From an optimization exercise on the open Yosys and OpenROAD flow, aimed at small area, a short achievable clock period and few clock cycles; shortcuts taken in it are not production practice.
The RTL was checked by simulation tests, not by an equivalence proof against the original design.
Power and IR drop assume default switching activity.

the reference run:
==> flow/design.v (excerpt) <==
module arsb_top (
  input  logic        clk_i,
  input  logic        rst_ni,
  input  logic        in_valid_i,
  output logic        in_ready_o,
  input  logic [1:0]  in_cmd_i,
  input  logic [31:0] in_address_i,
  input  logic [7:0]  in_data_byte_i,
  input  logic [2:0]  in_entry_index_i,
  input  logic [31:0] in_entry_start_i,
  input  logic [31:0] in_entry_length_i,
  input  logic        in_entry_relative_i,
  output logic        out_valid_o,
  input  logic        out_ready_i,
  output logic [1:0]  out_kind_o,
  output logic [2:0]  out_range_slot_o,
  output logic [31:0] out_segment_address_o,
  output logic [7:0]  out_data_o,
  output logic        out_last_o,
  input  logic        cfg_we_i,
  input  logic        cfg_index_i,
  input  logic [5:0]  cfg_data_i
);
  localparam int QD = 3;                       
  localparam int QW = (QD > 1) ? $clog2(QD) : 1;
  logic        rv, lph;
  logic [1:0]  rcmd;
  logic [31:0] ra;                             
  logic [32:0] rb;                             
  logic [2:0]  ridx;
  logic        rrel;
  logic [31:0] ts [8];
  logic [32:0] te [8];
  logic [7:0]  trel, wr;
  logic [7:0]  cmask;                          
  logic [5:0]  elim;                           
  logic        bad;
  logic        open, chk;
  logic [2:0]  act;
  logic [32:0] nxt;
  logic [5:0]  fill;
  logic [7:0]  mem [32];
  logic [5:0]  wp, rp;
  logic [1:0]  qk [QD];
  logic [2:0]  qs [QD];
  logic [31:0] qa [QD];
  logic [5:0]  ql [QD];
  logic [QW-1:0] qh, qt;
  logic [QW:0] qn;
  logic        ov, olast;
  logic [1:0]  okind;
  logic [2:0]  oslot;
  logic [31:0] oaddr;
  logic [7:0]  odata;
  logic [5:0]  orem;
  logic [7:0] gt, le, cand, first, cin;
  logic       hit;
  logic [2:0] sel;
  logic [32:0] lsum [8];
  always_comb begin
    for (int i = 0; i < 8; i++) begin
      gt[i] = te[i] > {1'b0, ra};
  ...
Size in the first run: roughly 1100 flip-flops, ~170 I/O pins, roughly 65000 µm² of cells after synthesis.
Settings: LEC_CHECK=0, ABC_AREA=1, CAP_MARGIN=20, CORE_MARGIN=2, CORE_UTILIZATION=55, SETUP_SLACK_MARGIN=5, SLEW_MARGIN=20; clock period 10.0 ns.
run.sh (not shown) runs the stock make flow with config.mk's settings and CLKGATE_MAP_FILE= SYNTH_SCRIPT=/design/flow/synth_recipe.tcl, a recipe that flattens the netlist after the stock synthesis.
Testbench counts of the reference run, summed over its fixed seeds: cycles 12,289.
Modified inputs, the trial run compared to the reference run
--- a/flow/design.v
+++ b/flow/design.v
@@ -67,39 +67,41 @@
     first = cand & (~cand + 8'd1);
     hit = |(first & le);
     sel = '0;
     for (int i = 0; i < 8; i++) if (first[i]) sel = 3'(i);
   end
   logic is_data, is_end, is_load, ddo;
+  logic lim_q;
   logic rend, lim, dchk, cend, open1, fnz1, match;
-  logic qfull, ffull, r_commit, chk_ok, r_ok, enq_seg, enq_load, app;
+  logic lres, qfull, ffull, r_commit, chk_ok, r_ok, enq_seg, enq_load, app;
   logic [2:0] ip, inx;
   logic pbad, nbad, lbad, lb;
   logic [31:0] segaddr;
   logic [32:0] nadj;
   logic        fix;
   logic [32:0] esum;
   assign is_data = (rcmd == 2'd0);
   assign is_end  = (rcmd == 2'd1);
   assign is_load = (rcmd == 2'd2);
   assign ddo     = is_data & ~bad;
   assign rend  = (nxt == te[act]);
-  assign lim   = (fill >= elim);
+  assign lim   = lim_q;
   assign dchk  = chk & (lim | rend);
   assign cend  = chk & rend;
   assign open1 = open & ~cend;
   assign fnz1  = ~dchk & (fill != 6'd0);
   assign match = open1 & (nxt == {1'b0, ra});
   assign qfull = (qn == (QW+1)'(QD));
-  assign ffull = ((wp - rp) == 6'd32);
+  assign ffull = ((wp ^ rp) == 6'b100000);
   assign r_commit = (ddo & ~match & open1 & fnz1) | (is_end & fnz1);
   assign chk_ok   = ~(dchk & qfull);
   assign r_ok     = rv & ~fix & ~qfull & ~(is_data & ffull) & ~(is_load & (~lph | chk));
   assign in_ready_o = ~rv | r_ok;
   assign enq_seg  = (dchk & chk_ok) | (r_ok & r_commit);
   assign enq_load = r_ok & is_load;
+  assign lres     = rv & is_load & lph;
   assign app      = r_ok & ddo & (match | hit);
   assign ip  = ridx - 3'd1;
   assign inx = ridx + 3'd1;
   always_comb begin
     cin = 8'hff;
     if (rv && is_load) begin
@@ -203,27 +205,28 @@
       rrel <= in_entry_relative_i;
     end else if (rv && is_load && !lph) begin
       ra <= esum[31:0];
       rb <= {esum[32], ra};
       lb <= pbad | nbad;
     end
+    if (rv && is_data && !ffull) mem[wp[4:0]] <= rb[7:0];
     if (app) begin
-      mem[wp[4:0]] <= rb[7:0];
+      lim_q <= (match && !dchk) ? ({1'b0, fill} + 7'd1 >= {1'b0, elim}) : (elim == 6'd1);
       nxt <= {1'b0, ra} + 33'd1;
       if (!match) act <= sel;
     end
     if (r_ok && is_load && !lbad) begin
       ts[ridx] <= rb[31:0];
       te[ridx] <= {rb[32], ra};
       trel[ridx] <= rrel;
     end
     if ((r_ok && is_load && open && ridx == act) || fix) nxt <= nadj;
-    if (enq) begin
-      qk[qt] <= enq_load ? (lbad ? 2'd2 : 2'd1) : 2'd0;
-      qs[qt] <= enq_load ? ridx : act;
-      qa[qt] <= enq_load ? 32'd0 : segaddr;
+    if (!qfull) begin
+      qk[qt] <= lres ? (lbad ? 2'd2 : 2'd1) : 2'd0;
+      qs[qt] <= lres ? ridx : act;
+      qa[qt] <= lres ? 32'd0 : segaddr;
       ql[qt] <= fill;
     end
     if (adv) begin
       if (more) begin
         odata <= mem[rp[4:0]];
         orem <= orem - 6'd1;
## What came out
Summary — first-iteration DRC count, the trial run relative to the reference run: higher, by 693. There was hardly any difference in count of mapped cells out of synthesis between the trial run and the reference run. Summary of the trial run over the reference run: area of combinational cells with multiple inputs decreased by 0.41% relative to the old numbers, global-route usage decreased by 0.21 points relative to the old numbers, post-route fraction of the period consumed by the critical path increased by 0.46 points relative to the old numbers, final worst setup slack decreased by 0.046 ns relative to the old numbers. Cmp the trial run vs the reference run: switching fraction of total power lower in the trial run. Delta (the trial run minus the reference run): multi-input combinational gate total now larger; routed wire length moved up; biggest cell delay along the critical path went up. On CTS clock-pin slew for the worst setup and hold paths, the reference run tracks the trial run almost exactly. [compare] base=the reference run new=the trial run: critical path buffer and inverter count fell 4, critical path depth shows a reduction of 33%, post-layout total power rose by about 3.4%.
Testbench counts of the trial run, summed over its fixed seeds: cycles 12,289.

## separate check: timing with driven ports
The flow's constraints put no driver on any port. The routed layouts listed below were extracted and timed again, unchanged, in two steps. Step 1 (the two cells are an assumption about what drives the block):
set clk [get_ports {clk_i}]
set_driving_cell -lib_cell sky130_fd_sc_hd__clkbuf_16 $clk
set_driving_cell -lib_cell sky130_fd_sc_hd__buf_2 [delete_from_list [all_inputs] $clk]
Step 2 also shifts input and output timing later by t, the mid clock arrival at the registers, as if the neighbouring blocks saw the same clock. Three values: ideal, step 1, step 2; two values: the first two.
run	t, ns	setup slack, ns	worst setup path at the end	latest minus earliest clock arrival (ns)
the reference run	0.847	5.129 / 5.089 / 5.050	input to register	0.039 / 0.039
the trial run	0.837	5.084 / 5.084 / 5.084	register to register	0.046 / 0.046
After both steps every run listed still meets setup and hold. The setup slack of the reference run, which loses most, moves by -0.040 ns with the drivers and by -0.079 ns with both steps.
